This is an optimization exercise on Yosys and OpenROAD, whose aim is small area and a short achievable clock period, not a production implementation. Where RTL was checked, it was by simulation tests only, not by an equivalence proof against the original. Only the layout flow was run in runs 1 to 4 and 6; the RTL was not checked for function there. Power and IR drop assume default switching activity.

==> design/flow/design.v <==
`timescale 1ns/1ns
`default_nettype none
package cpu_pkg;
	typedef logic [32-1:0]    word_t;
	typedef logic [32-1:0]    instr_t;
	typedef logic [5-1:0]  reg_idx_t;
	typedef logic [12-1:0]    pc_t;
	typedef logic [17-1:0]   imm_t;
	typedef logic [27-1:0] status_t;
	typedef logic [6-1:0] dmem_addr_t;
	typedef enum logic [4:0] {
		OP_ARITH = 5'd0,
		OP_J     = 5'd1,
		OP_BNE   = 5'd2,
		OP_JAL   = 5'd3,
		OP_JR    = 5'd4,
		OP_ADDI  = 5'd5,
		OP_BLT   = 5'd6,
		OP_SW    = 5'd7,
		OP_LW    = 5'd8,
		OP_SETX  = 5'd21
	} opcode_e;
	typedef enum logic [4:0] {
		ALU_ADD = 5'd0,
		ALU_SUB = 5'd1,
		ALU_AND = 5'd2,
		ALU_OR  = 5'd3,
		ALU_SLL = 5'd4,
		ALU_SRA = 5'd5
	} alu_op_e;
	typedef enum logic [1:0] {
		WB_ALU,
		WB_MEM,
		WB_LINK
	} wb_sel_e;
endpackage
`default_nettype wire
`timescale 1ns/1ns
`default_nettype none
module alu (
	input  cpu_pkg::word_t i_a,
	input  cpu_pkg::word_t i_b,
	input  cpu_pkg::word_t i_imm,
	input  logic           i_is_r,
	input  logic           i_use_imm,
	input  logic           i_sub,
	input  logic [4:0]     i_funct,
	input  logic [4:0]     i_shamt,
	output cpu_pkg::word_t o_result,
	output logic           o_ovf,
	output logic           o_ne,
	output logic           o_lt
);
	cpu_pkg::word_t op_b;
	cpu_pkg::word_t op_bx;
	cpu_pkg::word_t prop;
	cpu_pkg::word_t sum;
	cpu_pkg::word_t sh_in;
	cpu_pkg::word_t sh_out;
	cpu_pkg::word_t sh_rev;
	logic           sh_left;
	logic           sh_fill;
	assign op_b  = i_use_imm ? i_imm : i_b;
	assign op_bx = op_b ^ {32{i_sub}};
	assign prop  = i_a ^ op_bx;
	assign sum   = i_a + op_bx + {31'd0, i_sub};
	assign o_ovf = (i_a[32-1] == op_bx[32-1]) && (sum[32-1] != i_a[32-1]);
	assign o_ne = ~&prop;
	assign o_lt = ~(sum[32-1] ^ o_ovf) & o_ne;
	assign sh_left = ~i_funct[0];
	assign sh_fill = i_funct[0] & i_a[32-1];
	always_comb begin
		for (int i = 0; i < 32; i++) sh_in[i] = sh_left ? i_a[32-1-i] : i_a[i];
	end
	assign sh_out = $signed({sh_fill, sh_in}) >>> i_shamt;
	always_comb begin
		for (int i = 0; i < 32; i++) sh_rev[i] = sh_out[32-1-i];
	end
	always_comb begin
		case (i_funct)
			5'd0, 5'd1: o_result = sum;
			5'd2:       o_result = i_a & i_b;
			5'd3:       o_result = i_a | i_b;
			5'd4:       o_result = sh_rev;
			5'd5:       o_result = sh_out;
			default:    o_result = '0;
		endcase
		if (!i_is_r) o_result = sum;
	end
endmodule
`default_nettype wire
`timescale 1ns/1ns
`default_nettype none
module instr_decoder (
	input  cpu_pkg::instr_t i_instr,
	output logic ctl_is_r,
	output logic ctl_is_addi,
	output logic ctl_is_sw,
	output logic ctl_is_lw,
	output logic ctl_is_j,
	output logic ctl_is_jal,
	output logic ctl_is_jr,
	output logic ctl_is_bne,
	output logic ctl_is_blt,
	output logic ctl_is_setx,
	output logic ctl_b_is_rd,
	output logic ctl_reg_we,
	output logic ctl_ovf_chk
);
	logic [4:0] op;
	logic [4:0] funct;
	assign op    = i_instr[31:27];
	assign funct = i_instr[6:2];
	assign ctl_is_r    = (op == 5'd0);
	assign ctl_is_j    = (op == 5'd1);
	assign ctl_is_bne  = (op == 5'd2);
	assign ctl_is_jal  = (op == 5'd3);
	assign ctl_is_jr   = (op == 5'd4);
	assign ctl_is_addi = (op == 5'd5);
	assign ctl_is_blt  = (op == 5'd6);
	assign ctl_is_sw   = (op == 5'd7);
	assign ctl_is_lw   = (op == 5'd8);
	assign ctl_is_setx = (op == 5'd21);
	assign ctl_b_is_rd = op[1] | op[2];
	assign ctl_reg_we  = ctl_is_r | ctl_is_addi | ctl_is_lw | ctl_is_jal;
	assign ctl_ovf_chk = ctl_is_addi | (ctl_is_r & (funct[4:1] == 4'd0));
endmodule
`default_nettype wire
`timescale 1ns/1ns
`default_nettype none
module reg_file (
	input  logic              i_clk,
	input  logic              i_rst_n,
	input  cpu_pkg::reg_idx_t i_ra_idx,
	input  cpu_pkg::reg_idx_t i_rb_idx,
	input  cpu_pkg::reg_idx_t i_wr_idx,
	input  logic              i_we,
	input  cpu_pkg::word_t    i_wdata,
	output cpu_pkg::word_t    o_rdata_a,
	output cpu_pkg::word_t    o_rdata_b
);
	localparam int N = 2**5;
	cpu_pkg::word_t regs [1:N-1];
	logic [N-1:1]   valid_q;
	logic [N-1:1]   wsel;
	logic [N-1:1]   rsel_a;
	logic [N-1:1]   rsel_b;
	always_comb begin
		for (int i = 1; i < N; i++) begin
			wsel[i]   = i_we && (i_wr_idx == i);
			rsel_a[i] = valid_q[i] && (i_ra_idx == i);
			rsel_b[i] = valid_q[i] && (i_rb_idx == i);
		end
	end
	always_ff @(posedge i_clk or negedge i_rst_n) begin
		if (!i_rst_n) begin
			valid_q <= '0;
		end else begin
			valid_q <= valid_q | wsel;
		end
	end
	for (genvar i = 1; i < N; i++) begin : g_reg
		always_ff @(posedge i_clk) begin
			if (wsel[i]) regs[i] <= i_wdata;
		end
	end
	cpu_pkg::word_t rv [N];
	logic [N-1:0] vz;
	assign vz = {valid_q, 1'b0};
	always_comb begin
		rv[0] = '0;
		for (int i = 1; i < N; i++) rv[i] = regs[i];
	end
	assign o_rdata_a = vz[i_ra_idx] ? rv[i_ra_idx] : '0;
	assign o_rdata_b = vz[i_rb_idx] ? rv[i_rb_idx] : '0;
endmodule
`default_nettype wire
`timescale 1ns/1ns
`default_nettype none
module pc_unit (
	input  logic           i_clk,
	input  logic           i_rst_n,
	input  cpu_pkg::instr_t i_instr,
	input  logic           i_is_j,
	input  logic           i_is_jr,
	input  logic           i_is_bne,
	input  logic           i_is_blt,
	input  logic           i_ne,
	input  logic           i_lt,
	input  cpu_pkg::word_t i_jr_addr,
	output cpu_pkg::pc_t   o_pc,
	output cpu_pkg::pc_t   o_pc_plus_one
);
	cpu_pkg::pc_t pc_q;
	cpu_pkg::pc_t pc_next;
	cpu_pkg::pc_t pc_branch;
	logic         taken;
	assign o_pc_plus_one = pc_q + 1'b1;
	assign pc_branch     = o_pc_plus_one + i_instr[12-1:0];
	assign taken = (i_is_bne && i_ne) || (i_is_blt && i_lt);
	always_comb begin
		if (i_is_jr) begin
			pc_next = i_jr_addr[12-1:0];
		end else if (i_is_j) begin
			pc_next = i_instr[12-1:0];
		end else if (taken) begin
			pc_next = pc_branch;
		end else begin
			pc_next = o_pc_plus_one;
		end
	end
	always_ff @(posedge i_clk or negedge i_rst_n) begin
		if (!i_rst_n) begin
			pc_q <= '0;
		end else begin
			pc_q <= pc_next;
		end
	end
	assign o_pc = pc_q;
endmodule
`default_nettype wire
`timescale 1ns/1ns
`default_nettype none
module data_mem (
	input  logic                i_clk,
	input  logic                i_we,
	input  cpu_pkg::dmem_addr_t i_addr,
	input  cpu_pkg::word_t      i_wdata,
	output cpu_pkg::word_t      o_rdata
);
	localparam int N = 2**6;
	cpu_pkg::word_t mem [N];
	logic [N-1:0]   sel;
	always_comb begin
		for (int i = 0; i < N; i++) sel[i] = (i_addr == i);
	end
	for (genvar i = 0; i < N; i++) begin : g_word
		always_ff @(posedge i_clk) begin
			if (i_we && sel[i]) mem[i] <= i_wdata;
		end
	end
	assign o_rdata = mem[i_addr];
endmodule
`default_nettype wire
`timescale 1ns/1ns
`default_nettype none
module cpu_top (
	input  logic                i_clk,
	input  logic                i_rst_n,
	input  cpu_pkg::instr_t     i_instr,
	output cpu_pkg::pc_t        o_pc,
	output logic                o_dmem_we,
	output cpu_pkg::dmem_addr_t o_dmem_addr,
	output cpu_pkg::word_t      o_dmem_wdata,
	output cpu_pkg::status_t    o_status
);
	logic is_r, is_addi, is_sw, is_lw, is_j, is_jal, is_jr, is_bne, is_blt, is_setx;
	logic b_is_rd, reg_we, ovf_chk;
	cpu_pkg::reg_idx_t rd;
	cpu_pkg::reg_idx_t rs;
	cpu_pkg::reg_idx_t rt;
	cpu_pkg::word_t    imm;
	cpu_pkg::word_t rdata_a;
	cpu_pkg::word_t rdata_b;
	cpu_pkg::word_t alu_result;
	cpu_pkg::word_t mem_rdata;
	cpu_pkg::word_t wb_data;
	cpu_pkg::pc_t   pc_plus_one;
	cpu_pkg::dmem_addr_t mem_addr;
	cpu_pkg::status_t status_q;
	logic alu_ovf, alu_ne, alu_lt;
	assign rd  = i_instr[26:22];
	assign rs  = i_instr[21:17];
	assign rt  = i_instr[16:12];
	assign imm = {{(32-17){i_instr[17-1]}}, i_instr[17-1:0]};
	instr_decoder decoder_i (
		.i_instr     (i_instr),
		.ctl_is_r    (is_r),
		.ctl_is_addi (is_addi),
		.ctl_is_sw   (is_sw),
		.ctl_is_lw   (is_lw),
		.ctl_is_j    (is_j),
		.ctl_is_jal  (is_jal),
		.ctl_is_jr   (is_jr),
		.ctl_is_bne  (is_bne),
		.ctl_is_blt  (is_blt),
		.ctl_is_setx (is_setx),
		.ctl_b_is_rd (b_is_rd),
		.ctl_reg_we  (reg_we),
		.ctl_ovf_chk (ovf_chk)
	);
	reg_file reg_file_i (
		.i_clk     (i_clk),
		.i_rst_n   (i_rst_n),
		.i_ra_idx  (rs),
		.i_rb_idx  (b_is_rd ? rd : rt),
		.i_wr_idx  (is_jal ? 5'd31 : rd),
		.i_we      (reg_we),
		.i_wdata   (wb_data),
		.o_rdata_a (rdata_a),
		.o_rdata_b (rdata_b)
	);
	alu alu_i (
		.i_a      (rdata_a),
		.i_b      (rdata_b),
		.i_imm    (imm),
		.i_is_r   (is_r),
		.i_use_imm (i_instr[27] | i_instr[30]),
		.i_sub    ((i_instr[28] & ~i_instr[27]) | (is_r & (i_instr[6:2] == 5'd1))),
		.i_funct  (i_instr[6:2]),
		.i_shamt  (i_instr[11:7]),
		.o_result (alu_result),
		.o_ovf    (alu_ovf),
		.o_ne     (alu_ne),
		.o_lt     (alu_lt)
	);
	assign mem_addr = rdata_a[6-1:0] + imm[6-1:0];
	data_mem data_mem_i (
		.i_clk   (i_clk),
		.i_we    (is_sw & i_rst_n),
		.i_addr  (mem_addr),
		.i_wdata (rdata_b),
		.o_rdata (mem_rdata)
	);
	always_comb begin
		if (is_lw)       wb_data = mem_rdata;
		else if (is_jal) wb_data = {{(32-12){1'b0}}, pc_plus_one};
		else             wb_data = alu_result;
	end
	pc_unit pc_unit_i (
		.i_clk         (i_clk),
		.i_rst_n       (i_rst_n),
		.i_instr       (i_instr),
		.i_is_j        (is_j | is_jal),
		.i_is_jr       (is_jr),
		.i_is_bne      (is_bne),
		.i_is_blt      (is_blt),
		.i_ne          (alu_ne),
		.i_lt          (alu_lt),
		.i_jr_addr     (rdata_b),
		.o_pc          (o_pc),
		.o_pc_plus_one (pc_plus_one)
	);
	always_ff @(posedge i_clk or negedge i_rst_n) begin
		if (!i_rst_n) begin
			status_q <= '0;
		end else if (is_setx) begin
			status_q <= i_instr[27-1:0];
		end else if (ovf_chk) begin
			status_q <= {{(27-1){1'b0}}, alu_ovf};
		end
	end
	assign o_status     = status_q;
	assign o_dmem_addr  = mem_addr;
	assign o_dmem_wdata = rdata_b;
	assign o_dmem_we    = is_sw & i_rst_n;
endmodule
`default_nettype wire
==> design/flow/flow/run.sh <==
#!/bin/bash
# The standard layout, with resizing not held to the same cell footprint and a
# larger setup margin for timing repair, aimed at the worst endpoints.
set -euo pipefail
bash standard.sh MATCH_CELL_FOOTPRINT=0 SETUP_SLACK_MARGIN=7 TNS_END_PERCENT=5 finish > make.log 2>&1
==> design/flow/standard.sh <==
#!/bin/bash
# synth_recipe.tcl (not shown) runs the flow's synth.tcl, then flattens the netlist and writes it again
# the make line also repeats each setting of config.mk as NAME=value (left out here)
make -C /OpenROAD-flow-scripts/flow DESIGN_CONFIG=/design/flow/config.mk WORK_HOME=/design/flow/orfs CLKGATE_MAP_FILE= SYNTH_SCRIPT=/design/flow/synth_recipe.tcl "${@:-finish}"
==> design/flow/config.mk <==
export PLATFORM = sky130hd
export DESIGN_NAME = cpu_top
export DESIGN_NICKNAME = cpu_top
export VERILOG_FILES = /design/flow/design.v
export SDC_FILE = /design/flow/constraint.sdc
export NUM_CORES = 8
export LEC_CHECK = 0
export CAP_MARGIN = 20
export CORE_MARGIN = 2
export CORE_UTILIZATION = 45
export PLACE_DENSITY = 0.55
export SETUP_SLACK_MARGIN = 5
export SLEW_MARGIN = 20
export SYNTH_MEMORY_MAX_BITS = 16384
==> design/flow/constraint.sdc <==
create_clock -name core_clock -period 16.0 [get_ports {i_clk}]
set_input_delay 3.2000 -clock core_clock [delete_from_list [all_inputs] [get_ports {i_clk}]]
set_output_delay 3.2000 -clock core_clock [all_outputs]
set_load 0.01 [all_outputs]
==> results of run 1 <==
==> timing repair <==
action / in CTS / in global routing
setup endpoints to repair: 3065 / 1044
buffers inserted: 204 / 36
gates resized for setup: 484 / 85
cloned: 50 / 7
pin swaps: 85 / 26
==> cell usage in the layout, fill, tap and decap left out, types with 60 or more instances in the layout <==
cell,instances
clkinv_1,81
and3_1,121
clkinv_2,60
clkbuf_1,68
a221oi_1,176
dfrtp_1,70
edfxtp_1,3040
buf_12,91
clkdlybuf4s50_1,77
nor2_4,74
mux2i_1,117
nor3_2,65
nor2_1,159
diode_2,68
nand3_1,872
nand4_1,359
clkbuf_16,375
a22o_1,195
a21oi_1,252
a222oi_1,98
buf_6,71
a22oi_1,912
o21ai_0,105
buf_4,601
nand2_1,367
==> area by class of cell <==
class,instances,area [um^2]
timing repair inverter,2,22.52
inverter,43,211.5
antenna,68,170.2
sequential,3110,93040
tap,3762,4707
fill,22890,130000
multi-input combinational,5011,36850
timing repair buffer,937,9707
clock buffer,410,8768
clock inverter,189,1516
==> through the flow <==
stage	instances	worst slack, ns	area [um^2]	hold slack (ns)	util
6_report	13530	5.783	155000	0.5011	0.5439
5_1_grt	13470	5.939	154800	0.5128	0.5433
4_1_cts	13420	5.984	153900	0.4993	0.5402
3_5_place_dp	12560	1.854	139100	0.4807	0.4881
3_3_place_gp	12550	1.562	138900	0.4849	0.4874
2_1_floorplan	8782	5.882	130100	0.4519	-
==> worst register-to-register path, cell delays in order (launching register included) <==
cell and delay, ns:
edfxtp_1 0.66, nand3_1 0.60, nand4_1 0.23, nor4_2 1.00, a21oi_2 0.36, xnor2_4 0.26, buf_12 0.16, buf_6 0.10
buf_6 0.10, buf_6 0.12, buf_12 0.12, buf_8 0.12, buf_16 0.12, buf_4 0.12, nor3_2 0.08, a222oi_1 1.06
nand4_1 0.39, or4_4 0.61, or4_4 0.51, nor3_4 0.28, o32ai_4 0.26, clkbuf_16 0.28
==> sequential cells by signal, summed over array words and instances, names as in the netlist <==
register	cells
data_mem_i.mem	2048
pc_unit_i.pc_q	12
status_q	27
reg_file_i.valid_q	31
reg_file_i.regs	992
==> logic make-up after synthesis <==
logic type | count (synthesis) | share of synthesized area
buffers and inverters | 677 | 0.02125
AND/OR/NAND/NOR | 2473 | 0.09946
XOR/XNOR | 85 | 0.005833
flip-flops | 3110 | 0.7217
AO/OA/AOI/OAI | 2187 | 0.1278
multiplexers | 169 | 0.01645
adder cells (fa/ha/maj) | 81 | 0.007435
==> report_power, final <==
part	internal, W	switching [W]
clock network	0.00416	0.00335
logic	0.000851	0.00223
registers	0.00931	0.0000557
==> worst max-delay path by stage <==
| stage | start | end | slack, ns |
|---|---|---|---|
| finish | i_instr[18] | reg_file_i.regs[6][7] | 5.78 |
| detailed placement | i_instr[17] | reg_file_i.regs[4][8] | 1.85 |
| CTS | i_instr[29] | o_dmem_wdata[16] | 5.98 |
| floorplan | i_instr[21] | o_dmem_addr[5] | 5.88 |
| global placement | i_instr[17] | reg_file_i.regs[16][10] | 1.56 |
| global route | i_instr[15] | o_dmem_wdata[2] | 5.94 |
==> routing by layer <==
| metal | vias to the layer above | share of wire |
|---|---|---|
| li1 | 37760 | - |
| met1 | 52650 | 0.35 |
| met2 | 11860 | 0.39 |
| met3 | 2430 | 0.19 |
| met4 | 70 | 0.062 |
| met5 | - | 0.0011 |
==> impl_metrics.yaml, run 1 <==
clock_network:
  cts_hold_buf: 0
  cts_max_level: 5
  cts.sinks: 3110
  clk_latency_ns: 0.98
  root_buffer: "clkbuf_16"
  cts_made_buffers: 330
  cts_buffer_depth: 4
  cts_tree: "done"
  path_clk_slew_ns: 0.06
timing:
  skew_ns: 0.07564
  setup_viol: 0
  max_freq_mhz: 97.88
  relSlewSlack: 0.08534
  period_share: 0.6385
  setup_tns_ns: 0
  slew_violations: 0
  hold_viol: 0
  worst_pin_slew_ns: 1.361
  period_needed_ns: 10.22
  rsz0062_at_grt: "yes"
worst_setup_path:
  r2r_end: "reg_file_i.regs[6][7]"
  critPathMaxStageDelay_ns: 1.06
  startpoint_type: "input pin"
  cp_num_buf_inv: 11
  cp_data_arrival_time_ns: 10.89
  rr_startpoint: "reg_file_i.regs[17][5]"
  end_kind: "register"
  path_depth: 24
  cp_max_fo: 38
  path_common_cell: "buf_6"
  crit_type: "in -> reg"
  r2r_slack_ns: 8.18
  cp.required_ns: 16.68
  r2r_cells: 21
  cp_top_family: "simple AND/OR/NAND/NOR gates"
  crit_path_cell_trace: "buf_8, nor2_4, buf_4, nand3_1, nand4_1, nor4_2, a21oi_2, xnor2_4, buf_12, buf_6, buf_6, buf_6, buf_12, buf_8, buf_16, buf_4, nor3_2, a222oi_1, nand4_1, or4_4, or4_4, nor3_4, o32ai_4, clkbuf_16"
  slowest_stage: "a222oi_1"
global_route:
  use_met3: 0.2302
  antenna_found_initial: 69
  overflow: 0
  grt_pass1_wl_um: 867900
  grt_pass1_vias: 93530
  grt_util_met1: 0.5933
  grt_usage: 0.4437
  grt_max_degree: 72
  grt-busiest-layer: "met1"
  use_met2: 0.5857
die:
  core_area_um2: 285000
  die_y_um: 539.2
  die_w_um: 539.2
  rows: 196
  die_area_um2: 290800
  ios: 112
  start_util: 0.4524
drt:
  drt_wl_total_um: 668000
  dr.pass1.iters: 15
  vias_per_cell: 7.742
  wl_per_cell_um: 49.36
  antenna_left: 0
  route.vias.total: 104800
  drc: 0
  drt-initial-drc-count: 24290
synth:
  synthArstFlopShare: 0.02251
  syn_nets: 8866
  synth_area_leader_cell: "edfxtp_1"
  synthDistinctLibCells: 103
  ys_ff_latch: 3110
  ys_top_cells_by_area: "edfxtp_1 (71%), a22oi_1 (5.4%), nand3_1 (3.4%)"
  yosysMostFrequentCell: "edfxtp_1"
  synth_common_cells: "edfxtp_1 (3,040), a22oi_1 (922), nand3_1 (879), clkbuf_1 (438), nand2_1 (390)"
  syn-mean-instance-area_um2: 14.68
  yosysWarnings: 8
  synth_edf_count: 3040
  ys_seq_area_frac: 0.7217
  syn_inst: 8782
  ys.flop_type: "edfxtp_1"
  syn_area_um2: 128900
  synth_top_area_share: 0.7081
final_layout:
  drive_above_1_share: 0.1954
  fin_nets: 9519
  area_growth_pct: 20.23
power_and_ir_drop:
  leakagePower_nw: 52.69
  power_w: 0.01997
  p_per_area_nw_per_um2: 128.9
  ir_drop_v: 0.00008936
worst_hold_path:
  hold_depth: 1
  whs_endpoint: "reg_file_i.valid_q[24]"
  hold_path.startpoint: "reg_file_i.valid_q[24]"
  hold_path_class: "reg -> reg"
outcome:
  status: "no timing/DRC/antenna violations"
place:
  place.port_buffers: 111
  gp_congestion: 0.9972
  hpwlAfterDp_um: 391500
run:
  drv_cap: 0
==> run 2, diff against run 1 <==
--- a/design/flow/design.v
+++ b/design/flow/design.v
@@ -225,5 +225,6 @@
 	input  logic                i_clk,
 	input  logic                i_we,
-	input  cpu_pkg::dmem_addr_t i_addr,
+	input  cpu_pkg::dmem_addr_t i_base,
+	input  cpu_pkg::dmem_addr_t i_offset,
 	input  cpu_pkg::word_t      i_wdata,
 	output cpu_pkg::word_t      o_rdata
@@ -233,5 +234,15 @@
 	logic [N-1:0]   sel;
 	always_comb begin
-		for (int i = 0; i < N; i++) sel[i] = (i_addr == i);
+		for (int k = 0; k < N; k++) begin
+			logic m;
+			logic c;
+			m = 1'b1;
+			for (int i = 0; i < 6; i++) begin
+				if (i == 0) c = 1'b0;
+				else c = (i_base[i-1] == i_offset[i-1]) ? i_base[i-1] : ~k[i-1];
+				m = m & ((i_base[i] ^ i_offset[i] ^ c) == k[i]);
+			end
+			sel[k] = m;
+		end
 	end
 	for (genvar i = 0; i < N; i++) begin : g_word
@@ -240,5 +251,8 @@
 		end
 	end
-	assign o_rdata = mem[i_addr];
+	always_comb begin
+		o_rdata = '0;
+		for (int i = 0; i < N; i++) o_rdata = o_rdata | ({32{sel[i]}} & mem[i]);
+	end
 endmodule
 `default_nettype wire
@@ -319,5 +333,6 @@
 		.i_clk   (i_clk),
 		.i_we    (is_sw & i_rst_n),
-		.i_addr  (mem_addr),
+		.i_base  (rdata_a[6-1:0]),
+		.i_offset (imm[6-1:0]),
 		.i_wdata (rdata_b),
 		.o_rdata (mem_rdata)
--- a/design/flow/config.mk
+++ b/design/flow/config.mk
@@ -9,4 +9,7 @@
 export CORE_MARGIN = 2
 export CORE_UTILIZATION = 45
+export CTS_BUF_LIST = sky130_fd_sc_hd__clkbuf_8 sky130_fd_sc_hd__clkbuf_16
+export CTS_CLUSTER_DIAMETER = 45
+export CTS_CLUSTER_SIZE = 16
 export PLACE_DENSITY = 0.55
 export SETUP_SLACK_MARGIN = 5
==> impl_metrics.yaml, run 2 <==
drt:
  drt-initial-drc-count: 26500
  dr.pass1.iters: 13
  wl_per_cell_um: 52.45
  route.vias.total: 111100
  drc: 0
  drt_wl_total_um: 738600
  antenna_left: 0
  vias_per_cell: 7.891
final_layout:
  final_common_cell: "edfxtp_1"
  finalInstanceArea_um2: 162600
  largest-register: "data_mem_i.mem"
  n_fill_cell: 22830
  drive_above_1_share: 0.2371
  area_growth_pct: 24.50
  top_regs: "data_mem_i.mem (2048), reg_file_i.regs (992), reg_file_i.valid_q (31)"
  mostFrequentLayoutCells: "edfxtp_1 (3,040), a22oi_1 (1,006), buf_4 (739)"
  fin_nets: 9979
  fin_util: 0.5638
  largest_reg_flops: 2048
die:
  die_y_um: 542.7
  ios: 112
  start_util: 0.4529
  die_w_um: 542.7
  die_area_um2: 294600
  core_area_um2: 288400
  rows: 197
timing:
  slew_violations: 3
  hold_slack_ns: 0.4942
  setup_viol: 0
  hold_viol: 0
  setup_tns_ns: 0
  rsz0062_at_grt: "yes"
  period_share: 0.6468
  skew_ns: 0.07724
  worst_pin_slew_ns: 2.312
  max_freq_mhz: 96.63
  period_needed_ns: 10.35
  relSlewSlack: -0.5485
synth:
  syn_area_um2: 130600
  yosysMostFrequentCell: "edfxtp_1"
  syn_inst: 8973
  syn-mean-instance-area_um2: 14.56
  ys_top_cells_by_area: "edfxtp_1 (70%), a22oi_1 (5.8%), and3_1 (1.7%)"
  synthArstFlopShare: 0.02251
  ys.flop_type: "edfxtp_1"
  synthDistinctLibCells: 98
  synth_edf_count: 3040
  synth_top_area_share: 0.6990
  yosysWarnings: 8
  synth_area_leader_cell: "edfxtp_1"
  synth_common_cells: "edfxtp_1 (3,040), a22oi_1 (1,012), nand2_1 (505), clkbuf_1 (489), nor2_1 (418)"
  ys_ff_latch: 3110
  ys_seq_area_frac: 0.7124
  syn_nets: 9067
outcome:
  status: "failed layout checks"
  so_faults: "max-capacitance violations, max-slew violations"
place:
  place.port_buffers: 111
  hpwlAfterDp_um: 432200
  gp_congestion: 1.035
  placed_area_um2: 141000
power_and_ir_drop:
  ir_drop_v: 0.0001097
  p_per_area_nw_per_um2: 136.1
  leakagePower_nw: 56.12
  power_w: 0.02213
clock_network:
  cts_hold_buf: 0
  cts_buffer_depth: 4
  cts.sinks: 3110
  cts_made_buffers: 394
  cts_tree: "done"
  root_buffer: "clkbuf_16"
  clk_latency_ns: 1.01
  cts_max_level: 5
  path_clk_slew_ns: 0.06
worst_hold_path:
  hold_path_class: "reg -> reg"
worst_setup_path:
  path_common_cell: "buf_4"
  slowest_stage: "a31oi_1"
  cp_num_buf_inv: 8
  end_kind: "register"
  cp_max_fo: 16
  startpoint_type: "input pin"
  cp_top_family: "compound AO/OA/AOI/OAI gates"
  critPathMaxStageDelay_ns: 1.66
  cp_data_arrival_time_ns: 10.82
  crit_type: "in -> reg"
  cp.required_ns: 16.47
global_route:
  grt_max_degree: 67
  grt_pass1_vias: 97800
  overflow: 0
  grt_pass1_wl_um: 942500
  antenna_found_initial: 95
  grt_usage: 0.4840
run:
  drv_cap: 1
-- run 2: changes by cell type after synthesis, sizes merged, moves of 31 or more --
cell     change
a2111oi     +82
a221oi      +55
a22o        -37
a22oi       +91
a31oi       +36
and3       +220
buf         -65
clkbuf      +51
nand2      +115
nand3      -593
nand4      -106
nor2       +161
o2111ai     +31
xnor2       +46
-- run 2: cell families (layout without fill, tap and decap cells) --
logic type	after synthesis	after routing	synth area share
flops	3110	3110	0.7124
fa+ha+maj	89	89	0.008201
compound gates	2550	2553	0.1487
other cells	0	74	0
simple gates	2287	2290	0.08913
xor+xnor	106	106	0.007166
mux	162	162	0.01450
buf+inv	669	1918	0.01991
-- run 2: power breakdown --
group | switching (W) | internal [W]
Combinational | 0.00250 | 0.000908
Clock | 0.00404 | 0.00529
Sequential | 0.0000517 | 0.00934
Total | 0.00659 | 0.0155
-- run 2: path summary, 6_finish.rpt --
kind,cells after the start,slack (ns),endpoint,startpoint
max,27,5.65,reg_file_i.regs[12][12],i_instr[29]
min,2,0.49,status_q[0],status_q[0]
max reg2reg,22,8.15,reg_file_i.regs[18][23],reg_file_i.regs[6][1]
min reg2reg,2,0.49,status_q[0],status_q[0]
max in group asynchronous,2,12.77,pc_unit_i.pc_q[11],i_rst_n
min in group asynchronous,1,2.03,status_q[23],i_rst_n
-- run 2: timing repair --
item | in CTS | in global routing
setup endpoints to repair | 1341 | 1044
setup buffers | 303 | 55
gates resized for setup | 771 | 84
cloned | 48 | 18
pin swaps | 152 | 38
-- run 2: area by class of cell --
type / instances / area (um^2) / share of cell area
diodes: 74 / 185.2 / 0.001139
clock buffers: 401 / 10010 / 0.06157
clock inverters: 338 / 3696 / 0.02273
inverters: 49 / 190.2 / 0.001170
multi-input cells: 5200 / 38990 / 0.2398
flip-flops and latches: 3110 / 93040 / 0.5722
well taps: 3781 / 4731 / 0.02909
repair buffers: 1130 / 11770 / 0.07235
-- run 2: layer usage --
layer	global-route usage	part of all wire	wire, um
met4	0.2586	0.071	52170
met3	0.2757	0.20	145200
met2	0.6190	0.38	278300
met5	0.01808	0.0025	1816
met1	0.6377	0.35	261200
-- run 2: through the flow --
step | setup WS (ns) | std cells
after global placement | 2.703 | 12830
after floorplan | 6.052 | 8973
after global routing | 5.930 | 14020
final | 5.651 | 14080
after detailed placement | 2.816 | 12840
after CTS | 6.258 | 13930
-- run 2: tightest hold or removal path, cell delays in order, from the launching register on --
cell and delay [ns]:
dfrtp_1 0.34, nand2_1 0.05, o21ai_0 0.06
==> run 3, diff against run 2 <==
==> design/flow/run.sh (new file) <==
#!/bin/bash
# synth_recipe.tcl (not shown) runs the flow's synth.tcl, then flattens the netlist and writes it again
# the make line also repeats each setting of config.mk as NAME=value (left out here)
make -C /OpenROAD-flow-scripts/flow DESIGN_CONFIG=/design/flow/config.mk WORK_HOME=/design/flow/orfs CLKGATE_MAP_FILE= SYNTH_SCRIPT=/design/flow/synth_recipe.tcl finish
==> design/flow/config.mk (replaced) <==
export PLATFORM = sky130hd
export DESIGN_NAME = cpu_top
export DESIGN_NICKNAME = cpu_top
export VERILOG_FILES = /design/flow/design.v
export SDC_FILE = /design/flow/constraint.sdc
export NUM_CORES = 8
export LEC_CHECK = 0
export CAP_MARGIN = 50
export CORE_MARGIN = 2
export CORE_UTILIZATION = 45
export CTS_BUF_LIST = sky130_fd_sc_hd__clkbuf_8
export CTS_CLUSTER_DIAMETER = 45
export CTS_CLUSTER_SIZE = 14
export PLACE_DENSITY = 0.55
export SETUP_SLACK_MARGIN = 5
export SLEW_MARGIN = 75
export SYNTH_MEMORY_MAX_BITS = 16384
removed: design/flow/flow/run.sh
removed: design/flow/standard.sh
==> impl_metrics.yaml, run 3 <==
worst_hold_path:
  hold_depth: 1
  hold_path.startpoint: "reg_file_i.valid_q[20]"
  hold_path_class: "reg -> reg"
  whs_endpoint: "reg_file_i.valid_q[20]"
timing:
  setup_viol: 0
  slew_violations: 0
  max_freq_mhz: 90.12
  rsz0062_at_grt: "yes"
  period_needed_ns: 11.10
  skew_ns: 0.1761
  period_share: 0.6935
  worst_pin_slew_ns: 0.4009
  worst_slack_ns: 4.904
  hold_viol: 0
  relSlewSlack: 0.7251
  setup_tns_ns: 0
drt:
  drt-initial-drc-count: 25230
  vias_per_cell: 7.619
  route.vias.total: 110500
  dr.pass1.iters: 13
  antenna_left: 0
  drt_wl_total_um: 726700
  wl_per_cell_um: 50.12
  drc: 0
synth:
  synth_area_leader_cell: "edfxtp_1"
  synthArstFlopShare: 0.02251
  yosysWarnings: 8
  yosysMostFrequentCell: "edfxtp_1"
  synthDistinctLibCells: 98
  ys_seq_area_frac: 0.7124
  ys_ff_latch: 3110
  syn_area_um2: 130600
  synth_edf_count: 3040
  ys.flop_type: "edfxtp_1"
  synth_top_area_share: 0.6990
  syn-mean-instance-area_um2: 14.56
  synth_common_cells: "edfxtp_1 (3,040), a22oi_1 (1,012), nand2_1 (505), clkbuf_1 (489), nor2_1 (418)"
  syn_nets: 9067
  ys_top_cells_by_area: "edfxtp_1 (70%), a22oi_1 (5.8%), and3_1 (1.7%)"
  syn_inst: 8973
final_layout:
  fin_util: 0.5747
  final_common_cell: "edfxtp_1"
  largest_reg_flops: 2048
  top_regs: "data_mem_i.mem (2048), reg_file_i.regs (992), reg_file_i.valid_q (31)"
  area_growth_pct: 26.90
  fin_nets: 10440
  largest-register: "data_mem_i.mem"
  fin_cells: 14500
  mostFrequentLayoutCells: "edfxtp_1 (3,040), a22oi_1 (991), buf_4 (543)"
  drive_above_1_share: 0.2890
die:
  die_area_um2: 294600
  die_y_um: 542.7
  rows: 197
  start_util: 0.4529
  ios: 112
  die_w_um: 542.7
  core_area_um2: 288400
power_and_ir_drop:
  ir_drop_v: 0.0001069
  leakagePower_nw: 57.01
  p_per_area_nw_per_um2: 119.2
clock_network:
  path_clk_slew_ns: 0.06
  cts_max_level: 5
  cts_hold_buf: 0
  cts.sinks: 3110
  root_buffer: "clkbuf_8"
  cts_made_buffers: 394
  cts_tree: "done"
  clk_latency_ns: 1.19
  cts_buffer_depth: 4
worst_setup_path:
  startpoint_type: "input pin"
  r2r_cells: 29
  rr_startpoint: "reg_file_i.regs[5][0]"
  path_common_cell: "clkdlybuf4s18_2"
  slowest_stage: "clkdlybuf4s50_1"
  crit_path_cell_trace: "buf_6, nand3b_1, clkdlybuf4s18_2, clkdlybuf4s18_2, buf_2, nor2_4, buf_4, a2111oi_2, nand4_1, o21ai_4, ha_2, a21oi_2, o21bai_1, a21oi_2, xnor2_2, clkdlybuf4s18_2, buf_4, clkdlybuf4s50_1"
  crit_type: "in -> out"
  r2r_slack_ns: 8.14
  r2r_end: "reg_file_i.regs[19][0]"
  cp_data_arrival_time_ns: 7.90
  end_kind: "output pin"
  critPathMaxStageDelay_ns: 0.54
  cp.required_ns: 12.80
  cp_max_fo: 15
outcome:
  status: "no timing/DRC/antenna violations"
place:
  hpwlAfterDp_um: 499300
  gp_congestion: 1.019
  post-place-cells: 13640
  place.port_buffers: 111
  place_ws_ns: 3.889
global_route:
  antenna_found_initial: 68
  grt_usage: 0.4809
  overflow: 0
  grt_pass1_vias: 99260
  grt_max_degree: 52
  grt_pass1_wl_um: 941800
run:
  drv_cap: 0
## run 3: cell types whose count changed in the layout (fill, tap and decap cells not counted), sizes merged, moves of 12 or more
cell           change
clkdlybuf4s18     +15
diode             -32
clkinvlp          +12
inv               -27
clkdlybuf4s50     +48
buf              +410
clkbuf            -34
bufinv            +15
## run 3: logic make-up after synthesis
| kind of cell | synth area share |
|---|---|
| simple gates | 0.08913 |
| fa+ha+maj | 0.008201 |
| mux | 0.01450 |
| xor+xnor | 0.007166 |
| buf+inv | 0.01991 |
| compound gates | 0.1487 |
| flops | 0.7124 |
## run 3: repair_timing
item,in CTS,in global routing
pin swaps,2,8
endpoints found under the setup margin,15,15
gates cloned,3,1
buffers inserted,12,22
resized for setup,34,39
## run 3: cell type report
| type | count | area, um^2 |
|---|---|---|
| repair buffers | 1592 | 17070 |
| well taps | 3781 | 4731 |
| clock inverters | 328 | 3465 |
| fillers | 22670 | 122700 |
| flip-flops and latches | 3110 | 93040 |
| diodes | 42 | 105.1 |
| clock buffers | 403 | 5547 |
| inverters | 49 | 195.2 |
| multi-input cells | 5195 | 41580 |
## run 3: metal layers
layer	track usage	routed length (um)	vias to the layer above	part of all wire
met5	0.002137	311	-	0.00043
met4	0.2217	43870	30	0.060
met3	0.2386	136000	2513	0.19
met2	0.6405	284000	12090	0.39
met1	0.6506	262500	55740	0.36
li1	-	-	40100	-
## run 3: power by group
part | switching (W) | internal (W) | total (W) | leakage [nW]
logic | 0.00253 | 0.00109 | 0.00361 | 23.1
registers | 0.0000525 | 0.00932 | 0.00937 | 29.4
clock network | 0.00348 | 0.00330 | 0.00678 | 4.52
## run 3: how the worst max path moves through the flow
stage	cells past startpoint	to	slack, ns	startpoint
floorplan	27	reg_file_i.regs[10][31]	5.02	i_instr[28]
global placement	22	reg_file_i.regs[5][18]	2.18	i_instr[17]
detailed placement	34	reg_file_i.regs[7][12]	3.89	i_instr[21]
CTS	18	o_dmem_wdata[17]	5.00	i_instr[29]
global route	18	o_dmem_addr[5]	4.93	i_instr[19]
finish	18	o_dmem_addr[5]	4.90	i_instr[19]
## run 3: critical path, delay by kind of cell
kind / cells / cell delay (ns)
compound gates: 5 / 1.30
xor+xnor: 1 / 0.13
fa+ha+maj: 1 / 0.45
buf+inv: 8 / 2.21
simple gates: 3 / 0.58
## run 3: through the flow
step / power (W) / cell area [um^2] / hold WS [ns]
2_1_floorplan: 0.01073 / 130700 / 0.4485
3_3_place_gp: 0.01232 / 140900 / 0.4780
3_5_place_dp: 0.01285 / 154600 / 0.4793
4_1_cts: 0.01944 / 163900 / 0.4919
5_1_grt: 0.02003 / 165600 / 0.5261
6_report: 0.01976 / 165700 / 0.4922
==> run 4, diff against run 3 <==
==> design/flow/flow/run.sh (new file) <==
#!/bin/bash
# The standard layout with these changes: resizing may change a cell's
# footprint, port buffers are buf_4, timing repair aims at a larger setup
# margin, and the clock tree uses clkbuf_8 without dummy loads.
set -euo pipefail
bash standard.sh \
  MATCH_CELL_FOOTPRINT=0 \
  SETUP_SLACK_MARGIN=6.5 \
  TNS_END_PERCENT=20 \
  BUFFER_PORTS_ARGS="-buffer_cell sky130_fd_sc_hd__buf_4" \
  CTS_ARGS="-sink_clustering_enable -repair_clock_nets -dont_use_dummy_load -buf_list sky130_fd_sc_hd__clkbuf_8 -sink_clustering_size 14 -sink_clustering_max_diameter 45" \
  finish > make.log 2>&1
==> design/flow/standard.sh (new file) <==
#!/bin/bash
# synth_recipe.tcl (not shown) runs the flow's synth.tcl, then flattens the netlist and writes it again
# the make line also repeats each setting of config.mk as NAME=value (left out here)
make -C /OpenROAD-flow-scripts/flow DESIGN_CONFIG=/design/flow/config.mk WORK_HOME=/design/flow/orfs CLKGATE_MAP_FILE= SYNTH_SCRIPT=/design/flow/synth_recipe.tcl "${@:-finish}"
==> design/flow/config.mk (replaced) <==
export PLATFORM = sky130hd
export DESIGN_NAME = cpu_top
export DESIGN_NICKNAME = cpu_top
export VERILOG_FILES = /design/flow/design.v
export SDC_FILE = /design/flow/constraint.sdc
export NUM_CORES = 8
export LEC_CHECK = 0
export CAP_MARGIN = 20
export CORE_MARGIN = 2
export CORE_UTILIZATION = 45
export PLACE_DENSITY = 0.55
export SETUP_SLACK_MARGIN = 5
export SLEW_MARGIN = 20
export SYNTH_MEMORY_MAX_BITS = 16384
removed: design/flow/run.sh
==> impl_metrics.yaml, run 4 <==
worst_setup_path:
  startpoint_type: "input pin"
  cp_max_fo: 34
  cp.required_ns: 16.75
  crit_path_cell_trace: "buf_16, clkbuf_16, and2_1, a221oi_1, o211ai_1, o211ai_1, buf_6, o21a_4, buf_6, ha_1, buf_6, xnor2_1, buf_6, xnor2_4, clkbuf_16, mux2i_1, o21ai_0, a311oi_1, nand4_1, o32ai_2, buf_4, a41oi_2, buf_4"
  rr_startpoint: "reg_file_i.valid_q[19]"
  path_common_cell: "buf_6"
  critPathMaxStageDelay_ns: 1.19
  end_kind: "register"
  cp_data_arrival_time_ns: 10.86
  slowest_stage: "nand4_1"
  crit_type: "in -> reg"
  cp_num_buf_inv: 9
  cp_top_family: "compound AO/OA/AOI/OAI gates"
  startpoint: "i_instr[17]"
synth:
  syn_nets: 9067
  ys.flop_type: "edfxtp_1"
  synth-xor-area-share: 0.007166
  synth_simple_gate_area_frac: 0.08913
  synth-compound-area-share: 0.1487
  synth_area_leader_cell: "edfxtp_1"
  synthAdderAreaFrac: 0.008200
  synth_common_cells: "edfxtp_1 (3,040), a22oi_1 (1,012), nand2_1 (505), clkbuf_1 (489), nor2_1 (418)"
  yosysMostFrequentCell: "edfxtp_1"
  synth_edf_count: 3040
  syn-mean-instance-area_um2: 14.56
  synth_top_area_share: 0.6990
  ys_seq_area_frac: 0.7124
  synthMuxAreaShare: 0.01450
  syn_area_um2: 130600
  synthArstFlopShare: 0.02251
  synth_top_family_by_area: "compound AO/OA/AOI/OAI gates"
  ys_top_cells_by_area: "edfxtp_1 (70%), a22oi_1 (5.8%), and3_1 (1.7%)"
  syn_inst: 8973
  yosysWarnings: 8
  ys_ff_latch: 3110
  synthDistinctLibCells: 98
drt:
  route.vias.total: 108500
  drc: 0
  vias_per_cell: 8.005
  drt_wl_total_um: 720600
  drt-initial-drc-count: 26800
  antenna_left: 0
  dr.pass1.iters: 15
  wl_per_cell_um: 53.17
timing:
  setup_tns_ns: 0
  relSlewSlack: -0.4100
  skew_ns: 0.1793
  period_share: 0.6314
  period_needed_ns: 10.10
  hold_viol: 0
  setup_viol: 0
  worst_pin_slew_ns: 2.115
  rsz0062_at_grt: "yes"
  slew_violations: 21
  max_freq_mhz: 98.99
clock_network:
  cts.sinks: 3110
  cts_hold_buf: 0
  cts_made_buffers: 395
  root_buffer: "clkbuf_8"
  cts_tree: "done"
  path_clk_slew_ns: 0.06
  cts_buffer_depth: 4
  cts_max_level: 5
  clk_latency_ns: 1.19
global_route:
  grt_usage: 0.4721
  antenna_found_initial: 62
  overflow: 0
  grt_max_degree: 68
  grt-busiest-layer: "met1"
  grt_pass1_wl_um: 920600
  use_met2: 0.6127
  grt_pass1_vias: 95940
  grt_util_met1: 0.6277
  use_met3: 0.2587
final_layout:
  largest_reg_flops: 2048
  top_regs: "data_mem_i.mem (2048), reg_file_i.regs (992), reg_file_i.valid_q (31)"
  finalInstanceArea_um2: 151700
  area_growth_pct: 16.12
  final_common_cell: "edfxtp_1"
  mostFrequentLayoutCells: "edfxtp_1 (3,040), a22oi_1 (1,009), buf_4 (757)"
  fin_nets: 9820
  drive_above_1_share: 0.2053
  largest-register: "data_mem_i.mem"
run:
  drv_cap: 3
worst_hold_path:
  hold_path_class: "reg -> reg"
  hold_path.startpoint: "status_q[0]"
die:
  core_area_um2: 288400
  start_util: 0.4529
  rows: 197
  die_y_um: 542.7
  ios: 112
  die_w_um: 542.7
  die_area_um2: 294600
place:
  place.port_buffers: 111
  placed_area_um2: 140700
  gp_congestion: 1.025
  hpwlAfterDp_um: 434800
power_and_ir_drop:
  leakagePower_nw: 51.11
  power_w: 0.01769
  ir_drop_v: 0.00006608
  p_per_area_nw_per_um2: 116.6
outcome:
  status: "failed layout checks"
  so_faults: "max-capacitance violations, max-slew violations"
[run 4: cell counts after synthesis]
No cell type changed its count.
[run 4: per-layer routing]
layer	wire length (um)	share of wire	vias up
met4	48690	0.068	52
li1	-	-	38460
met2	273600	0.38	12420
met1	254500	0.35	54750
met3	142100	0.20	2807
met5	1733	0.0024	-
[run 4: cells by family after synthesis]
group,after synthesis
buffers and inverters,669
muxes,162
and+or+nand+nor,2287
adders and majority gates,89
DFF,3110
AOI/OAI and AO/OA,2550
xor gates and xnor gates,106
[run 4: path summary, 6_finish.rpt]
path / slack [ns] / to / cells past startpoint
max in group asynchronous: 12.94 / pc_unit_i.pc_q[0] / 2
min in group asynchronous: 2.01 / reg_file_i.valid_q[3] / 1
worst min register to register: 0.50 / status_q[0] / 2
worst max register to register: 7.94 / reg_file_i.regs[16][9] / 24
worst min-delay path: 0.50 / status_q[0] / 2
worst max-delay path: 5.90 / reg_file_i.regs[16][9] / 23
[run 4: layout make-up]
class | count | area [um^2]
Timing Repair Buffer | 965 | 9420
Sequential cell | 3110 | 93040
Clock buffer | 395 | 5436
Antenna cell | 47 | 117.6
Tap cell | 3781 | 4731
Multi-Input combinational cell | 5205 | 38730
Inverter | 49 | 192.7
Fill cell | 23640 | 136700
[run 4: report_power, final]
part | internal, W | switching (W)
clock | 0.00217 | 0.00286
sequential | 0.00933 | 0.0000532
combinational | 0.000824 | 0.00245
total | 0.0123 | 0.00536
[run 4: what timing repair did]
item / in CTS / in global routing
setup buffers: 142 / 83
pin swaps: 86 / 76
cloned: 41 / 16
endpoints found under the setup margin: 1043 / 920
resized for setup: 346 / 127
[run 4: stage by stage]
step	util	instances	hold WS (ns)	worst slack, ns
final	0.5259	13550	0.5021	5.897
after global routing	0.5256	13520	0.5283	6.178
after CTS	0.5193	13400	0.4991	6.296
after detailed placement	0.4880	12820	0.4860	3.079
after global placement	0.4874	12810	0.4745	2.866
after floorplan	-	8973	0.4485	6.052
[run 4: worst reg2reg max path: stages (launching register included)]
cell and delay [ns]:
dfrtp_1 0.42, mux4_2 0.49, o22a_1 0.21, o211ai_1 0.14, o211ai_1 0.34, buf_6 0.29
o21a_4 0.18, buf_6 0.17, inv_1 0.12, ha_4 0.14, buf_6 0.29, nor2b_1 0.21
buf_4 0.29, nor2_4 0.15, xnor2_4 0.18, buf_4 0.19, buf_6 0.24, nand2_1 0.14
a21oi_1 0.07, a311oi_1 0.95, nand4_1 1.19, o32ai_2 0.60, buf_4 0.23, a41oi_2 0.04
buf_4 0.27
==> run 5, diff against run 4 <==
--- a/design/flow/design.v
+++ b/design/flow/design.v
@@ -129,4 +129,23 @@
 `timescale 1ns/1ns
 `default_nettype none
+module rf_select (
+	input  cpu_pkg::reg_idx_t i_idx,
+	input  logic [31:1]       i_valid,
+	output logic [31:1]       o_sel
+);
+	always_comb begin
+		for (int i = 1; i < 32; i++) o_sel[i] = i_valid[i] && (i_idx == i);
+	end
+endmodule
+module rf_read (
+	input  logic [31:1]          i_sel,
+	input  logic [31:1][31:0]    i_regs,
+	output cpu_pkg::word_t       o_data
+);
+	always_comb begin
+		o_data = '0;
+		for (int i = 1; i < 32; i++) o_data = o_data | ({32{i_sel[i]}} & i_regs[i]);
+	end
+endmodule
 module reg_file (
 	input  logic              i_clk,
@@ -141,5 +160,5 @@
 );
 	localparam int N = 2**5;
-	cpu_pkg::word_t regs [1:N-1];
+	logic [N-1:1][31:0] regs;
 	logic [N-1:1]   valid_q;
 	logic [N-1:1]   wsel;
@@ -147,9 +166,5 @@
 	logic [N-1:1]   rsel_b;
 	always_comb begin
-		for (int i = 1; i < N; i++) begin
-			wsel[i]   = i_we && (i_wr_idx == i);
-			rsel_a[i] = valid_q[i] && (i_ra_idx == i);
-			rsel_b[i] = valid_q[i] && (i_rb_idx == i);
-		end
+		for (int i = 1; i < N; i++) wsel[i] = i_we && (i_wr_idx == i);
 	end
 	always_ff @(posedge i_clk or negedge i_rst_n) begin
@@ -165,13 +180,8 @@
 		end
 	end
-	cpu_pkg::word_t rv [N];
-	logic [N-1:0] vz;
-	assign vz = {valid_q, 1'b0};
-	always_comb begin
-		rv[0] = '0;
-		for (int i = 1; i < N; i++) rv[i] = regs[i];
-	end
-	assign o_rdata_a = vz[i_ra_idx] ? rv[i_ra_idx] : '0;
-	assign o_rdata_b = vz[i_rb_idx] ? rv[i_rb_idx] : '0;
+	rf_select sel_a_i (.i_idx(i_ra_idx), .i_valid(valid_q), .o_sel(rsel_a));
+	rf_select sel_b_i (.i_idx(i_rb_idx), .i_valid(valid_q), .o_sel(rsel_b));
+	rf_read   read_a_i (.i_sel(rsel_a), .i_regs(regs), .o_data(o_rdata_a));
+	rf_read   read_b_i (.i_sel(rsel_b), .i_regs(regs), .o_data(o_rdata_b));
 endmodule
 `default_nettype wire
@@ -222,17 +232,11 @@
 `timescale 1ns/1ns
 `default_nettype none
-module data_mem (
-	input  logic                i_clk,
-	input  logic                i_we,
+module dm_select (
 	input  cpu_pkg::dmem_addr_t i_base,
 	input  cpu_pkg::dmem_addr_t i_offset,
-	input  cpu_pkg::word_t      i_wdata,
-	output cpu_pkg::word_t      o_rdata
+	output logic [2**6-1:0] o_sel
 );
-	localparam int N = 2**6;
-	cpu_pkg::word_t mem [N];
-	logic [N-1:0]   sel;
 	always_comb begin
-		for (int k = 0; k < N; k++) begin
+		for (int k = 0; k < 2**6; k++) begin
 			logic m;
 			logic c;
@@ -243,7 +247,30 @@
 				m = m & ((i_base[i] ^ i_offset[i] ^ c) == k[i]);
 			end
-			sel[k] = m;
+			o_sel[k] = m;
 		end
 	end
+endmodule
+module dm_read (
+	input  logic [2**6-1:0]       i_sel,
+	input  logic [2**6-1:0][31:0] i_mem,
+	output cpu_pkg::word_t               o_data
+);
+	always_comb begin
+		o_data = '0;
+		for (int i = 0; i < 2**6; i++) o_data = o_data | ({32{i_sel[i]}} & i_mem[i]);
+	end
+endmodule
+module data_mem (
+	input  logic                i_clk,
+	input  logic                i_we,
+	input  cpu_pkg::dmem_addr_t i_base,
+	input  cpu_pkg::dmem_addr_t i_offset,
+	input  cpu_pkg::word_t      i_wdata,
+	output cpu_pkg::word_t      o_rdata
+);
+	localparam int N = 2**6;
+	logic [N-1:0][31:0] mem;
+	logic [N-1:0]       sel;
+	dm_select select_i (.i_base(i_base), .i_offset(i_offset), .o_sel(sel));
 	for (genvar i = 0; i < N; i++) begin : g_word
 		always_ff @(posedge i_clk) begin
@@ -251,8 +278,5 @@
 		end
 	end
-	always_comb begin
-		o_rdata = '0;
-		for (int i = 0; i < N; i++) o_rdata = o_rdata | ({32{sel[i]}} & mem[i]);
-	end
+	dm_read read_i (.i_sel(sel), .i_mem(mem), .o_data(o_rdata));
 endmodule
 `default_nettype wire
--- a/design/flow/config.mk
+++ b/design/flow/config.mk
@@ -12,3 +12,5 @@
 export SETUP_SLACK_MARGIN = 5
 export SLEW_MARGIN = 20
+export SYNTH_HIERARCHICAL = 1
 export SYNTH_MEMORY_MAX_BITS = 16384
+export SYNTH_MINIMUM_KEEP_SIZE = 0
==> impl_metrics.yaml, run 5 <==
final_layout:
  fin_nets: 8068
  fin_util: 0.5055
  finalInstanceArea_um2: 141100
  n_fill_cell: 23000
  final_common_cell: "edfxtp_1"
  mostFrequentLayoutCells: "edfxtp_1 (3,040), a22oi_1 (763), a22o_1 (621)"
  largest_reg_flops: 2048
  largest-register: "data_mem_i.mem"
  area_growth_pct: 11.82
  fin_cells: 11770
  top_regs: "data_mem_i.mem (2048), reg_file_i.regs (992), reg_file_i.valid_q (31)"
  drive_above_1_share: 0.1885
power_and_ir_drop:
  leakagePower_nw: 45.75
  ir_drop_v: 0.00007290
  p_per_area_nw_per_um2: 117.2
timing:
  setup_tns_ns: 0
  period_share: 0.6070
  skew_ns: 0.2149
  setup_viol: 0
  max_freq_mhz: 103.0
  rsz0062_at_grt: "yes"
  hold_slack_ns: 0.4935
  worst_pin_slew_ns: 1.278
  period_needed_ns: 9.712
  slew_violations: 0
  hold_viol: 0
  relSlewSlack: 0.1453
place:
  place.port_buffers: 111
  gp_congestion: 0.9433
  post-place-cells: 11100
  hpwlAfterDp_um: 268200
  placed_area_um2: 132200
worst_setup_path:
  r2r_cells: 20
  rr_startpoint: "reg_file_i.valid_q[2]"
  r2r_slack_ns: 8.38
  cp_max_fo: 33
  r2r_end: "reg_file_i.regs[671]"
  cp.required_ns: 16.67
  cp_data_arrival_time_ns: 10.38
  startpoint: "i_instr[19]"
  startpoint_type: "input pin"
  critical_path.endpoint: "reg_file_i.regs[671]"
  crit_type: "in -> reg"
  end_kind: "register"
outcome:
  status: "no timing/DRC/antenna violations"
drt:
  wl_per_cell_um: 43.13
  dr.pass1.iters: 10
  drc: 0
  drt_wl_total_um: 507500
  antenna_left: 0
  vias_per_cell: 7.169
  route.vias.total: 84350
  drt-initial-drc-count: 15290
clock_network:
  clk_latency_ns: 1.17
  path_clk_slew_ns: 0.06
  root_buffer: "clkbuf_8"
  cts_tree: "done"
  cts_buffer_depth: 4
  cts.sinks: 3110
  cts_max_level: 5
  cts_made_buffers: 377
synth:
  syn_area_um2: 126200
  syn_inst: 7467
  syn-mean-instance-area_um2: 16.90
  syn_nets: 7566
  yosysWarnings: 15
global_route:
  grt_util_met1: 0.4718
  grt_max_degree: 67
  grt-busiest-layer: "met2"
  grt_usage: 0.3437
  use_met3: 0.1086
  overflow: 0
  antenna_found_initial: 84
  use_met2: 0.4928
  grt_pass1_vias: 77950
  grt_pass1_wl_um: 673200
die:
  die_y_um: 533.5
  ios: 112
  die_area_um2: 284600
  core_area_um2: 279100
  die_w_um: 533.5
  rows: 194
  start_util: 0.4520
run:
  drv_cap: 0
worst_hold_path:
  hold_depth: 1
  hold_path_class: "reg -> reg"
==> run 5: report_power, final <==
part / internal, W / switching, W
Sequential: 0.00930 / 0.0000480
Combinational: 0.000622 / 0.00180
Clock: 0.00208 / 0.00269
Total: 0.0120 / 0.00454
==> run 5: area by class of cell <==
class / instances / area, um^2 / share of cell area
clock buffers: 377 / 5189 / 0.03677
repair buffers: 594 / 5727 / 0.04059
inverters: 36 / 135.1 / 0.0009577
well taps: 3724 / 4659 / 0.03302
diodes: 76 / 190.2 / 0.001348
multi-input cells: 3850 / 32160 / 0.2279
flip-flops and latches: 3110 / 93040 / 0.6594
==> run 5: through the flow <==
| step | setup WS [ns] | total power [W] |
|---|---|---|
| after CTS | 6.351 | 0.01645 |
| final | 6.288 | 0.01653 |
| after global routing | 6.363 | 0.01690 |
| after floorplan | 6.408 | 0.01050 |
| after detailed placement | 4.894 | 0.01164 |
| after global placement | 4.787 | 0.01161 |
==> run 5: layer usage <==
| metal | routed length (um) | vias to the layer above |
|---|---|---|
| li1 | - | 32960 |
| met1 | 191900 | 43770 |
| met2 | 216100 | 6465 |
| met3 | 70070 | 1128 |
| met4 | 29210 | 26 |
| met5 | 169 | - |
==> run 5: worst min-delay path by stage <==
stage               slack, ns                     end                    from
floorplan                0.45  reg_file_i.valid_q[12]  reg_file_i.valid_q[12]
global placement         0.48   reg_file_i.valid_q[2]   reg_file_i.valid_q[2]
detailed placement       0.48  reg_file_i.valid_q[26]  reg_file_i.valid_q[26]
CTS                      0.49  reg_file_i.valid_q[17]  reg_file_i.valid_q[17]
global route             0.51            status_q[11]            status_q[11]
finish                   0.49  reg_file_i.valid_q[10]  reg_file_i.valid_q[10]
==> run 5: critical path, stage by stage <==
cell	delay, ns
buf_8	0.11
and3_2	0.23
and3_4	0.20
buf_12	0.16
a22o_1	0.22
a221oi_2	0.25
nand3_2	0.17
or4_4	0.58
buf_12	0.16
buf_4	0.17
inv_1	0.16
ha_1	0.34
xnor2_1	0.34
or3_1	0.42
nor2_4	0.07
buf_4	0.31
a22o_1	0.27
a221oi_1	0.23
nand4_1	1.02
or4_1	1.11
a22o_1	0.31
buf_4	0.25
==> run 5: timing repair <==
action,4_1_cts,5_1_grt
resized for setup,277,47
cloned,40,7
buffers inserted,142,22
endpoints found under the setup margin,116,47
hold endpoints to repair,0,0
pin swaps,120,28
hold buffers,0,0
==> run 6, diff against run 5 <==
--- a/design/flow/design.v
+++ b/design/flow/design.v
@@ -141,8 +141,10 @@
 	input  logic [31:1]          i_sel,
 	input  logic [31:1][31:0]    i_regs,
+	input  logic                 i_wb_sel,
+	input  cpu_pkg::word_t       i_wb_data,
 	output cpu_pkg::word_t       o_data
 );
 	always_comb begin
-		o_data = '0;
+		o_data = {32{i_wb_sel}} & i_wb_data;
 		for (int i = 1; i < 32; i++) o_data = o_data | ({32{i_sel[i]}} & i_regs[i]);
 	end
@@ -155,5 +157,8 @@
 	input  cpu_pkg::reg_idx_t i_wr_idx,
 	input  logic              i_we,
+	input  logic              i_load,
 	input  cpu_pkg::word_t    i_wdata,
+	input  cpu_pkg::word_t    i_mem_rdata,
+	output cpu_pkg::dmem_addr_t o_load_addr,
 	output cpu_pkg::word_t    o_rdata_a,
 	output cpu_pkg::word_t    o_rdata_b
@@ -163,8 +168,31 @@
 	logic [N-1:1]   valid_q;
 	logic [N-1:1]   wsel;
+	logic [N-1:1]   rvalid;
 	logic [N-1:1]   rsel_a;
 	logic [N-1:1]   rsel_b;
+	logic              wb_v_q;
+	logic              wb_load_q;
+	cpu_pkg::reg_idx_t wb_idx_q;
+	cpu_pkg::word_t    wb_val_q;
+	cpu_pkg::word_t    wb_data;
+	always_ff @(posedge i_clk or negedge i_rst_n) begin
+		if (!i_rst_n) begin
+			wb_v_q <= 1'b0;
+		end else begin
+			wb_v_q <= i_we && (i_wr_idx != '0);
+		end
+	end
+	always_ff @(posedge i_clk) begin
+		wb_load_q <= i_load;
+		wb_idx_q  <= i_wr_idx;
+		wb_val_q  <= i_wdata;
+	end
+	assign o_load_addr = wb_val_q[6-1:0];
+	assign wb_data     = wb_load_q ? i_mem_rdata : wb_val_q;
 	always_comb begin
-		for (int i = 1; i < N; i++) wsel[i] = i_we && (i_wr_idx == i);
+		for (int i = 1; i < N; i++) begin
+			wsel[i]   = wb_v_q && (wb_idx_q == i);
+			rvalid[i] = valid_q[i] && !wsel[i];
+		end
 	end
 	always_ff @(posedge i_clk or negedge i_rst_n) begin
@@ -177,11 +205,19 @@
 	for (genvar i = 1; i < N; i++) begin : g_reg
 		always_ff @(posedge i_clk) begin
-			if (wsel[i]) regs[i] <= i_wdata;
+			if (wsel[i]) regs[i] <= wb_data;
 		end
 	end
-	rf_select sel_a_i (.i_idx(i_ra_idx), .i_valid(valid_q), .o_sel(rsel_a));
-	rf_select sel_b_i (.i_idx(i_rb_idx), .i_valid(valid_q), .o_sel(rsel_b));
-	rf_read   read_a_i (.i_sel(rsel_a), .i_regs(regs), .o_data(o_rdata_a));
-	rf_read   read_b_i (.i_sel(rsel_b), .i_regs(regs), .o_data(o_rdata_b));
+	rf_select sel_a_i (.i_idx(i_ra_idx), .i_valid(rvalid), .o_sel(rsel_a));
+	rf_select sel_b_i (.i_idx(i_rb_idx), .i_valid(rvalid), .o_sel(rsel_b));
+	rf_read read_a_i (
+		.i_sel(rsel_a), .i_regs(regs),
+		.i_wb_sel(wb_v_q && (wb_idx_q == i_ra_idx)), .i_wb_data(wb_data),
+		.o_data(o_rdata_a)
+	);
+	rf_read read_b_i (
+		.i_sel(rsel_b), .i_regs(regs),
+		.i_wb_sel(wb_v_q && (wb_idx_q == i_rb_idx)), .i_wb_data(wb_data),
+		.o_data(o_rdata_b)
+	);
 endmodule
 `default_nettype wire
@@ -261,4 +297,12 @@
 	end
 endmodule
+module dm_decode (
+	input  cpu_pkg::dmem_addr_t    i_addr,
+	output logic [2**6-1:0] o_sel
+);
+	always_comb begin
+		for (int k = 0; k < 2**6; k++) o_sel[k] = (i_addr == k);
+	end
+endmodule
 module data_mem (
 	input  logic                i_clk,
@@ -267,4 +311,5 @@
 	input  cpu_pkg::dmem_addr_t i_offset,
 	input  cpu_pkg::word_t      i_wdata,
+	input  cpu_pkg::dmem_addr_t i_raddr,
 	output cpu_pkg::word_t      o_rdata
 );
@@ -272,4 +317,5 @@
 	logic [N-1:0][31:0] mem;
 	logic [N-1:0]       sel;
+	logic [N-1:0]       rsel;
 	dm_select select_i (.i_base(i_base), .i_offset(i_offset), .o_sel(sel));
 	for (genvar i = 0; i < N; i++) begin : g_word
@@ -278,5 +324,6 @@
 		end
 	end
-	dm_read read_i (.i_sel(sel), .i_mem(mem), .o_data(o_rdata));
+	dm_decode decode_i (.i_addr(i_raddr), .o_sel(rsel));
+	dm_read read_i (.i_sel(rsel), .i_mem(mem), .o_data(o_rdata));
 endmodule
 `default_nettype wire
@@ -306,4 +353,5 @@
 	cpu_pkg::pc_t   pc_plus_one;
 	cpu_pkg::dmem_addr_t mem_addr;
+	cpu_pkg::dmem_addr_t load_addr;
 	cpu_pkg::status_t status_q;
 	logic alu_ovf, alu_ne, alu_lt;
@@ -335,5 +383,8 @@
 		.i_wr_idx  (is_jal ? 5'd31 : rd),
 		.i_we      (reg_we),
+		.i_load    (is_lw),
 		.i_wdata   (wb_data),
+		.i_mem_rdata (mem_rdata),
+		.o_load_addr (load_addr),
 		.o_rdata_a (rdata_a),
 		.o_rdata_b (rdata_b)
@@ -360,11 +411,8 @@
 		.i_offset (imm[6-1:0]),
 		.i_wdata (rdata_b),
+		.i_raddr (load_addr),
 		.o_rdata (mem_rdata)
 	);
-	always_comb begin
-		if (is_lw)       wb_data = mem_rdata;
-		else if (is_jal) wb_data = {{(32-12){1'b0}}, pc_plus_one};
-		else             wb_data = alu_result;
-	end
+	assign wb_data = is_jal ? {{(32-12){1'b0}}, pc_plus_one} : alu_result;
 	pc_unit pc_unit_i (
 		.i_clk         (i_clk),
==> impl_metrics.yaml, run 6 <==
power_and_ir_drop:
  switching_share: 0.2942
  p_per_area_nw_per_um2: 121.4
  seqPwrFrac: 0.540
  power_w: 0.01761
  ir_drop_v: 0.00007785
  combinationalPowerShare: 0.186
  internal-power_w: 0.01243
  leakagePower_nw: 47.02
  p_sw_w: 0.005181
  p_clk_frac: 0.274
final_layout:
  top_regs: "data_mem_i.mem (2048), reg_file_i.regs (992), reg_file_i.wb_val_q (32)"
  fin_nets: 8530
  n_fill_cell: 23600
  mostFrequentLayoutCells: "edfxtp_1 (3,040), a22oi_1 (1,017), buf_4 (560)"
  seqCellArea_um2: 93850
  largest-register: "data_mem_i.mem"
  drive_above_1_share: 0.1961
  finalInstanceArea_um2: 145000
  area_growth_pct: 13.02
  final_common_cell: "edfxtp_1"
  largest_reg_flops: 2048
  multi_input_area_um2: 33310
timing:
  worst_pin_slew_ns: 1.167
  slew_violations: 0
  worst_slack_ns: 5.916
  period_needed_ns: 10.08
  relSlewSlack: 0.2217
  period_share: 0.6303
  setup_viol: 0
  rsz0062_at_grt: "yes"
  max_freq_mhz: 99.17
  hold_slack_ns: 0.4531
  skew_ns: 0.1981
  setup_tns_ns: 0
  hold_viol: 0
worst_setup_path:
  r2r_slack_ns: 6.51
  r2r_end: "pc_unit_i.pc_q[11]"
  cp_max_fo: 33
  critical_path.endpoint: "o_dmem_wdata[23]"
  critPathMaxStageDelay_ns: 0.96
  slowest_stage: "or4_4"
  cp.required_ns: 12.80
  crit_type: "reg -> out"
  rr_startpoint: "reg_file_i.wb_val_q[4]"
  r2r_cells: 29
  crit_path_cell_trace: "buf_6, buf_6, or4b_4, nor2_2, buf_12, buf_12, buf_4, a22o_1, a221oi_1, nand4_1, or4_4, mux2_2, buf_4, a22oi_1, nand4_1, buf_4, or4_4, buf_4"
  end_kind: "output pin"
  path_common_cell: "buf_4"
  cp_data_arrival_time_ns: 6.88
  startpoint_type: "register"
  startpoint: "reg_file_i.wb_val_q[2]"
run:
  drv_cap: 0
global_route:
  grt_pass1_wl_um: 729000
  overflow: 0
  grt_usage: 0.3737
  antenna_found_initial: 120
  grt_pass1_vias: 81330
  grt_max_degree: 68
clock_network:
  cts_buffer_depth: 4
  cts_made_buffers: 380
  path_clk_slew_ns: 0.07
  root_buffer: "clkbuf_8"
  cts_tree: "done"
  cts_max_level: 5
  cts.sinks: 3149
  cts_hold_buf: 0
  clk_latency_ns: 1.16
die:
  die_w_um: 538.0
  die_y_um: 538.0
  core_area_um2: 284500
  rows: 196
  ios: 112
  start_util: 0.4511
  die_area_um2: 289400
synth:
  syn_inst: 7795
  syn_area_um2: 128300
  syn_nets: 7894
  syn-mean-instance-area_um2: 16.46
  yosysWarnings: 16
drt:
  dr.pass1.iters: 10
  route.vias.total: 88230
  antenna_left: 0
  wl_per_cell_um: 45.07
  drt-initial-drc-count: 15050
  drc: 0
  drt_wl_total_um: 554700
  vias_per_cell: 7.169
place:
  placed_area_um2: 134200
  place.port_buffers: 111
  place_ws_ns: 4.870
  gp_congestion: 0.9995
  hpwlAfterDp_um: 314400
worst_hold_path:
  hold_path_class: "reg -> reg"
  hold_path.startpoint: "reg_file_i.valid_q[8]"
  hold_depth: 1
outcome:
  status: "no timing/DRC/antenna violations"
run 6: final cells by class:
cell class              instances  area share
clock buffers                 380     0.03607
flip-flops and latches       3149      0.6472
repair buffers                736     0.05137
inverters                      46    0.001191
multi-input cells            4118      0.2297
diodes                        117    0.002019
well taps                    3762     0.03246
run 6: worst min-delay path by stage:
stage,to
2_1_floorplan,reg_file_i.valid_q[17]
3_3_place_gp,reg_file_i.valid_q[17]
3_5_place_dp,reg_file_i.valid_q[19]
4_1_cts,reg_file_i.valid_q[15]
5_1_grt,reg_file_i.valid_q[23]
6_report,reg_file_i.valid_q[8]
run 6: timing repair:
item                                    4_1_cts  5_1_grt
pin swaps                                   146       76
gates cloned                                 53        5
hold endpoints to repair                      0        0
gates resized for setup                     451       94
endpoints found under the setup margin       55       49
setup buffers                               222       33
run 6: power by group through the flow:
| stage | Combinational (W) | Clock [W] | Sequential (W) |
|---|---|---|---|
| 2_1_floorplan | 0.00116 | 0 | 0.00967 |
| 3_3_place_gp | 0.00268 | 0 | 0.00969 |
| 5_1_grt | 0.00326 | 0.00515 | 0.00951 |
| 4_1_cts | 0.00304 | 0.00485 | 0.00951 |
| 6_report | 0.00327 | 0.00483 | 0.00951 |
| 3_5_place_dp | 0.00270 | 0 | 0.00969 |
run 6: metrics by stage:
step | cells | utilization
2_1_floorplan | 7795 | -
3_3_place_gp | 11500 | 0.4718
3_5_place_dp | 11500 | 0.4719
4_1_cts | 12150 | 0.5058
5_1_grt | 12230 | 0.5090
6_report | 12310 | 0.5098
run 6: critical path: cells and delay by family, from the launching register on:
family          cells  cell delay, ns
buf+inv             8            1.36
mux                 1            0.31
compound gates      3            0.81
flops               1            0.39
simple gates        6            2.85
run 6: metal layers:
metal,vias up,part of all wire,routed length (um),GRT usage
li1,34390,-,-,-
met1,45770,0.36,201400,0.4756
met2,6554,0.43,239800,0.5468
met3,1461,0.12,67940,0.1178
met4,56,0.082,45220,0.2560
met5,-,0.00084,468,0

Re-timed with assumed drivers on the ports (clkbuf_16 on the clock, buf_2 on other inputs), run 6 has 5.803 ns of setup slack against 5.916 ns with ideal ports, and 5.311 ns once port delays also move by the mid clock arrival of 1.166 ns.
